Background: an optimization exercise with open tools, aiming at small area. Do not read the settings as production practice. Only simulation tests tie the RTL to the original design; equivalence was not proved. No activity file was given, so power comes from the tool's default toggle rates.

`run.sh`:
```
#!/bin/bash
# synth_recipe.tcl (not shown) runs the flow's synth.tcl, then flattens the netlist and writes it again
# the make line also repeats each setting of config.mk as NAME=value (left out here)
make -C /OpenROAD-flow-scripts/flow DESIGN_CONFIG=/design/flow/config.mk WORK_HOME=/design/flow/orfs CLKGATE_MAP_FILE= SYNTH_SCRIPT=/design/flow/synth_recipe.tcl finish
```
`config.mk`:
```
export PLATFORM = sky130hd
export DESIGN_NAME = bicubic_scaler
export DESIGN_NICKNAME = bicubic_scaler
export VERILOG_FILES = /design/flow/design.v
export SDC_FILE = /design/flow/constraint.sdc
export NUM_CORES = 4
export LEC_CHECK = 0
export CAP_MARGIN = 20
export CORE_MARGIN = 2
export CORE_UTILIZATION = 40
export SLEW_MARGIN = 20
```
`constraint.sdc`:
```
create_clock -name core_clock -period 15.0 [get_ports {CLK}]
set_input_delay 3.0000 -clock core_clock [delete_from_list [all_inputs] [get_ports {CLK}]]
set_output_delay 3.0000 -clock core_clock [all_outputs]
set_load 0.01 [all_outputs]
```
`design.v`:
```
`timescale 1ns/1ps
module bicubic_scaler (
    input  logic        CLK,
    input  logic        RST,
    input  logic        start,
    input  logic [6:0]  v0,
    input  logic [6:0]  h0,
    input  logic [4:0]  sw,
    input  logic [5:0]  sh,
    input  logic [5:0]  tw,
    input  logic [7:0]  src_data,
    output logic        src_rd,
    output logic [13:0] src_addr,
    output logic        dst_we,
    output logic [11:0] dst_addr,
    output logic [7:0]  dst_data,
    output logic        done
);
    localparam logic [1:0] S_IDLE = 2'd0, S_INIT = 2'd1, S_SUB = 2'd2, S_PIX = 2'd3;
    logic [1:0]  state;
    logic [6:0]  cnt;
    logic [6:0]  h0_q;
    logic [4:0]  sm;        
    logic [5:0]  dd;        
    logic [5:0]  tw_q;
    logic [5:0]  rows;      
    logic [13:0] row_base;
    logic [6:0]  colp;      
    logic [6:0]  rem;
    logic [5:0]  col;       
    logic [11:0] dst_cnt;
    logic [5:0]  dr;
    logic [14:0] x;
    logic [7:0]  t0, t1, t2;
    logic [14:0] p1, p2, p3;
    logic        y1, y2, y3;
    logic        cb, cc, cd;
    logic signed [3:0] g;
    logic        sa, sb, sc;
    logic        step100;
    logic [1:0]  kidx;
    logic [6:0]  tcol;
    logic [6:0]  badd;
    assign kidx    = (cnt < 7'd15) ? 2'd0 : (cnt < 7'd23) ? 2'd1 : (cnt < 7'd31) ? 2'd2 : 2'd3;
    assign tcol    = colp + {5'd0, kidx} - 7'd1;
    assign step100 = (state == S_INIT) || (cnt == 7'd89);
    assign badd    = step100 ? 7'd100 : tcol;
    assign src_addr = row_base + {7'd0, badd};
    assign src_rd   = (state == S_PIX);
    logic [6:0]  minu;
    logic [7:0]  diff;
    logic        ge;
    assign minu = (state == S_SUB) ? rem : {dr, 1'b0};
    assign diff = {1'b0, minu} - {2'b00, dd};
    assign ge   = ~diff[7];
    logic        live;
    assign live = src_data[cnt[2:0]];
    always_ff @(posedge CLK) begin
        t0 <= {(cnt[6:3] == 4'd1) ? live : t0[0], t0[7:1]};
        t1 <= {(cnt[6:3] == 4'd2) ? live : t1[0], t1[7:1]};
        t2 <= {(cnt[6:3] == 4'd3) ? live : t2[0], t2[7:1]};
    end
    logic [1:0]  win;
    logic        tapon, first, running;
    logic        b0, b1, b2, b3;
    logic signed [4:0] wsum, tsum;
    logic        gbit;
    assign win     = {cnt[6], cnt[4]};
    assign tapon   = ~cnt[3];
    assign first   = (cnt[3:0] == 4'd0);
    assign running = cnt[6] | cnt[5];
    assign b0 = t0[0] & tapon;
    assign b1 = t1[0] & tapon;
    assign b2 = t2[0] & tapon;
    assign b3 = live  & tapon;
    always_comb begin
        case (win)
            2'd0:    wsum = - $signed({4'd0, b0}) + 5'sd3 * $signed({4'd0, b1})
                            - 5'sd3 * $signed({4'd0, b2}) + $signed({4'd0, b3});
            2'd1:    wsum = 5'sd2 * $signed({4'd0, b0}) - 5'sd5 * $signed({4'd0, b1})
                            + 5'sd4 * $signed({4'd0, b2}) - $signed({4'd0, b3});
            2'd2:    wsum = $signed({4'd0, b2}) - $signed({4'd0, b0});
            default: wsum = 5'sd2 * $signed({4'd0, b1}) + $signed({4'd0, first});
        endcase
    end
    assign tsum = wsum + (first ? 5'sd0 : {g[3], g});
    assign gbit = tsum[0];
    always_ff @(posedge CLK) begin
        g <= tsum[4:1];
        if (cnt[3:0] == 4'd15) begin
            if (win == 2'd0) sa <= gbit;
            if (win == 2'd1) sb <= gbit;
            if (win == 2'd2) sc <= gbit;
        end
    end
    logic        s1, bin, cin, din;
    logic        r2, q3, f;
    logic [15:0] u1, u2, u3;
    assign s1  = running & ((win == 2'd0) ? gbit : sa);
    assign bin = running & ((win == 2'd1) ? gbit : (win[1] ? sb : 1'b0));
    assign cin = running & ((win == 2'd2) ? gbit : ((win == 2'd3) ? sc : 1'b0));
    assign din = running & (win == 2'd3) & gbit;
    assign u1 = {1'b0, p1} + (s1 ? {1'b0, x} : 16'd0);
    assign r2 = running & (y1 ^ bin ^ cb);
    assign u2 = {1'b0, p2} + (r2 ? {1'b0, x} : 16'd0);
    assign q3 = running & (y2 ^ cin ^ cc);
    assign u3 = {1'b0, p3} + (q3 ? {1'b0, x} : 16'd0);
    assign f  = y3 ^ din ^ cd;
    always_ff @(posedge CLK) begin
        p1 <= u1[15:1];
        p2 <= u2[15:1];
        p3 <= u3[15:1];
        y1 <= u1[0];
        y2 <= u2[0];
        y3 <= u3[0];
        cb <= running & ((y1 & bin) | (y1 & cb) | (bin & cb));
        cc <= running & ((y2 & cin) | (y2 & cc) | (cin & cc));
        cd <= running & ((y3 & din) | (y3 & cd) | (din & cd));
    end
    always_ff @(posedge CLK) begin
        if (cnt >= 7'd81 && cnt <= 7'd88)
            dst_data <= {f, dst_data[7:1]};
        else if (cnt == 7'd89 && f)
            dst_data <= dst_data[7] ? 8'h00 : 8'hff;
    end
    always_ff @(posedge CLK) begin
        if (cnt == 7'd7)
            dr <= rem[5:0];
        else if (ge)
            dr <= diff[5:0];
        else
            dr <= {dr[4:0], 1'b0};
        if (cnt >= 7'd8 && cnt <= 7'd22)
            x <= {x[13:0], ge};
    end
    logic last_col, last_row;
    assign last_col = (col == tw_q);
    assign last_row = (rows == 6'd1);
    assign dst_addr = dst_cnt;
    always_ff @(posedge CLK) begin
        cnt <= cnt + 7'd1;
        if (RST) begin
            state  <= S_IDLE;
            dst_we <= 1'b0;
            done   <= 1'b0;
        end else begin
            dst_we <= 1'b0;
            done   <= 1'b0;
            if (dst_we)
                dst_cnt <= dst_cnt + 12'd1;
            case (state)
                S_IDLE: begin
                    if (start) begin
                        h0_q     <= h0;
                        sm       <= sw - 5'd1;
                        dd       <= tw - 6'd1;
                        tw_q     <= tw;
                        rows     <= sh;
                        colp     <= ~v0;
                        row_base <= '0;
                        dst_cnt  <= '0;
                        col      <= 6'd1;
                        rem      <= '0;
                        state    <= S_INIT;
                    end
                end
                S_INIT: begin
                    if (colp == 7'h7f) begin
                        colp  <= h0_q;
                        cnt   <= 7'd7;
                        state <= S_PIX;
                    end else begin
                        colp     <= colp + 7'd1;
                        row_base <= src_addr;
                    end
                end
                S_SUB: begin
                    if (ge) begin
                        rem  <= diff[6:0];
                        colp <= colp + 7'd1;
                    end else begin
                        cnt   <= 7'd7;
                        state <= S_PIX;
                    end
                end
                default: begin   
                    if (cnt == 7'd89) begin
                        dst_we <= 1'b1;
                        if (last_col) begin
                            if (last_row) begin
                                done  <= 1'b1;
                                state <= S_IDLE;
                            end else begin
                                rows     <= rows - 6'd1;
                                row_base <= src_addr;
                                col      <= 6'd1;
                                rem      <= '0;
                                colp     <= h0_q;
                                cnt      <= 7'd7;
                            end
                        end else begin
                            col   <= col + 6'd1;
                            rem   <= rem + {2'b00, sm};
                            state <= S_SUB;
                        end
                    end
                end
            endcase
        end
    end
endmodule
```
==> implementation parameters <==
Parameter                              Value

Outcome
  Outcome    complete, no violations

GRT
  Via count of the first global-routing pass    8,050
  Initial antenna violation count    0
  Pin count of the biggest net entering global routing    25
  Total global routing overflow    0
  Global-route wire length before repair    approximately 40,000 um
  Global-route usage over all layers    0.163

Routing
  Post-detailed-route via-to-cell ratio    ~5.2
  Starting DRT DRC Count    409
  DRT Wirelength    24,200 um
  Number of iterations in the first detailed-routing pass    5
  Residual DRC count    0
  Wire length per cell    15.2 um
  DR vias    about 8,300
  Remaining antenna violation count after routing    0

Power
  Internal portion of total power    0.00172 W
  Net switching fraction of the power    0.406
  Proportion of power drawn by combinational gates    0.518
  Power spent charging and discharging nets    0.00118 W
  Leak    5.43 nW
  Share of power burned in registers    0.326
  IR drop worst, VDD    147 uV
  Clock power frac    0.156
  Power density over the cells    between 200 and 250 mW/mm^2

Cells and area
  # diodes    0
  Share of cells above drive strength 1    0.0603
  Net count, final    1,353
  Fill cell count    2,726
  Syn-to-layout area delta    15.0%

STA
  Least setup slack across all paths after layout    6.60 ns
  Final cycle utilization of the critical path    0.560
  Fmax    119 MHz
  Worst-margin pin slew    0.972 ns
  Setup total negative slack    0 ns
  Setup repair after global routing missed its margin    false
  Final Critical Period    between 8 and 9 ns
  Count of endpoints failing hold in the final timing report    0
  Worst-case headroom to the max-slew limit    0.351
  Number of pins with negative max-slew slack in the final report    0
  Total of endpoints with negative setup slack in the final report    0
  Post-Route Skew    around 0.013 ns

Setup path
  Depth of the worst register-to-register path    18
  Worst reg2reg startpoint    cnt[0]
  Largest fanout of any net on the critical path    23
  Arrival @ worst endpoint    5.40 ns
  Capture point of the worst reg-to-reg path    p2[13]
  Worst reg-to-reg setup slack    about 9.0 ns
  Data required time of the worst path    12.00 ns
  Startpoint class of the critical path    flop
  Critical path endpoint category    output pin
  Critical path start-end classification    flop to output pin

Clocking
  H-tree level count    4
  Postcts setup bufs    0
  Number of clock buffers inserted by TritonCTS    17
  Number of sinks handled by clock tree synthesis    198
  Clock-pin slew of the registers on the worst-case setup and hold paths    0.07 ns
  Root buffer cell    clkbuf_16
  Number of gates resized after CTS    0
  Clock tree from TritonCTS    done
  Clk latency of the worst-skew pair    around 0.45 ns
  Longest Clk Path Bufs    2
  Count of hold-fix buffers inserted at cts    0

Placement
  Total of buffers placed on input and output ports    a little under 80
  Estimated wirelength of the detail-placed design    17,800 um
  Placer congestion estimate    0.803
  Worst setup slack after placement    6.29 ns

Logic synthesis
  Unique cell type count in the Yosys netlist    81
  Top FF cell, synth    edfxtp_1
  Cell area after synthesis    between 0.01 and 0.015 mm^2
  Count of warnings emitted by yosys    1
  Number of flops mapped to enable cells by yosys    between 100 and 150
  Share of synthesized registers carrying an async set or reset    0
  Post-synthesis register bit count    198
  Share of the synthesized area in the top cell type    0.265
  Most area-consuming cells after synthesis    edfxtp_1 27%, dfxtp_1 17%, ha_1 11%
  Cell type contributing the most total cell area after synthesis    edfxtp_1
  Most common cell in the netlist    edfxtp_1
  Synth Area per Inst    between 10 and 15 um^2
  Post-Synthesis Net Count    roughly 1,300
  Share of synthesized area occupied by flip-flops and latches    0.431
  Synth top cells by count    102 x edfxtp_1, 100 x ha_1, 96 x dfxtp_1, 83 x nor2_1, 73 x nand2_1
  Cell count after synthesis    1,130

Floorplan
  Die Span Y    174 um
  Ports placed on the boundary    79
  Area inside the core boundary    0.0285 mm^2
  Area enclosed by the die boundary    around 0.03 mm^2
  Starting Density    0.405
  Horizontal die dimension    roughly 170 um
  Rows    62

Worst hold path
  Hold Path Sink    t2[2]
  Worst min-delay path category    flop to flop
  Cell depth of the worst min-delay path    0
  Worst hold path startpoint    t2[3]

Job
  Max-Cap Viols    0
-- worst max path at each step --
stage | startpoint | endpoint | cells past startpoint
5_1_grt | cnt[6] | src_addr[10] | 17
3_5_place_dp | src_data[3] | p2[13] | 19
4_1_cts | cnt[6] | src_addr[10] | 17
2_1_floorplan | src_data[7] | p2[11] | 20
6_report | cnt[6] | src_addr[10] | 17
3_3_place_gp | src_data[3] | p2[13] | 19
-- sequential cells by signal (all words and copies together), names as in the netlist, 7 cells and up --
name / count
cnt: 7
colp: 7
p3: 15
dst_data: 8
row_base: 14
dst_cnt: 12
x: 15
rem: 7
p1: 15
t2: 8
t0: 8
h0_q: 7
p2: 15
t1: 8
-- power by group through the flow --
stage	registers (W)	clock network (W)	logic, W
after floorplan	0.000885	0	0.00108
after global placement	0.000954	0	0.00148
after detailed placement	0.000955	0	0.00150
after CTS	0.000946	0.000464	0.00151
after global routing	0.000969	0.000486	0.00168
final	0.000945	0.000451	0.00150
-- cells in the final DEF (no fill, tap or decap), drive strengths merged, types with 18 or more instances in the layout --
cell type	count
edfxtp	102
ha	100
dfxtp	96
nor2	85
clkdlybuf4s50	78
nand2	73
inv	73
a21oi	64
xnor2	55
o21ai	51
and2	45
xor2	42
and3	31
a21o	30
nand3	24
nor2b	20
nor3	20
clkbuf	18
-- cell type report --
cell class	instances	area [um^2]	area share
Clock buffer	18	439	0.0331
Clock inverter	14	136	0.0103
Inverter	65	244	0.0184
Multi-Input combinational cell	832	6180	0.465
Sequential cell	198	4980	0.375
Tap cell	384	480	0.0362
Timing Repair Buffer	83	818	0.0616
-- cells by family after synthesis --
| logic type | synth area share |
|---|---|
| buffers and inverters | 0.0341 |
| xor gates and xnor gates | 0.0735 |
| AOI/OAI and AO/OA | 0.143 |
| adders and majority gates | 0.133 |
| and+or+nand+nor | 0.160 |
| muxes | 0.0254 |
| DFF | 0.431 |
-- worst max-delay path, stage by stage (launching register included) --
cell             delay [ns]
dfxtp_1                0.71
or2_1                  0.67
a21oi_1                0.14
ha_1                   0.34
inv_1                  0.04
ha_1                   0.20
inv_1                  0.07
fa_1                   0.21
inv_1                  0.05
a21o_1                 0.17
a21oi_1                0.17
xor2_1                 0.15
nand2_1                0.09
ha_1                   0.24
nor3_1                 0.66
a211oi_1               0.21
xnor2_1                0.25
clkdlybuf4s50_1        0.58
-- per-layer routing --
metal / global-route usage / vias to the layer above / part of all wire
li1: - / 4198 / -
met1: 0.226 / 3947 / 0.49
met2: 0.262 / 161 / 0.46
met3: 0.0297 / 17 / 0.042
met4: 0.0455 / 0 / 0.0099
met5: 0 / - / 0
-- metrics by stage --
step | area, um^2 | std cells | hold WS, ns | power [W] | util
2_1_floorplan | 11600 | 1130 | 0.310 | 0.00196 | -
3_3_place_gp | 12700 | 1562 | 0.312 | 0.00243 | 0.445
3_5_place_dp | 12700 | 1562 | 0.314 | 0.00245 | 0.445
4_1_cts | 13300 | 1594 | 0.330 | 0.00292 | 0.465
5_1_grt | 13300 | 1594 | 0.334 | 0.00313 | 0.465
6_report | 13300 | 1594 | 0.329 | 0.00290 | 0.465

==> what the ideal ports hide <==
Ports are ideal in the flow. The routed layout listed here was re-timed in OpenROAD. Step 1 (the two cells are an assumption about what drives the block):
set clk [get_ports {CLK}]
set_driving_cell -lib_cell sky130_fd_sc_hd__clkbuf_16 $clk
set_driving_cell -lib_cell sky130_fd_sc_hd__buf_2 [delete_from_list [all_inputs] $clk]
Step 2 moves the port delays by t, midway between the first and last clock arrival at a register: inputs arrive t later, outputs are due t later. That takes back most of the time a late clock gives input paths. Slacks: ideal ports / drivers / drivers and shift; pairs: ideal ports / drivers.
t (ns): 0.491
setup slack, ns: 6.598 / 6.548 / 6.245
worst setup path after step 2: input to register
slew at the worst register clock pin (ns): 0.08 / 0.08
After both steps this run still meets setup and hold. The setup slack of this run moves by -0.050 ns with the drivers and by -0.353 ns with both steps.
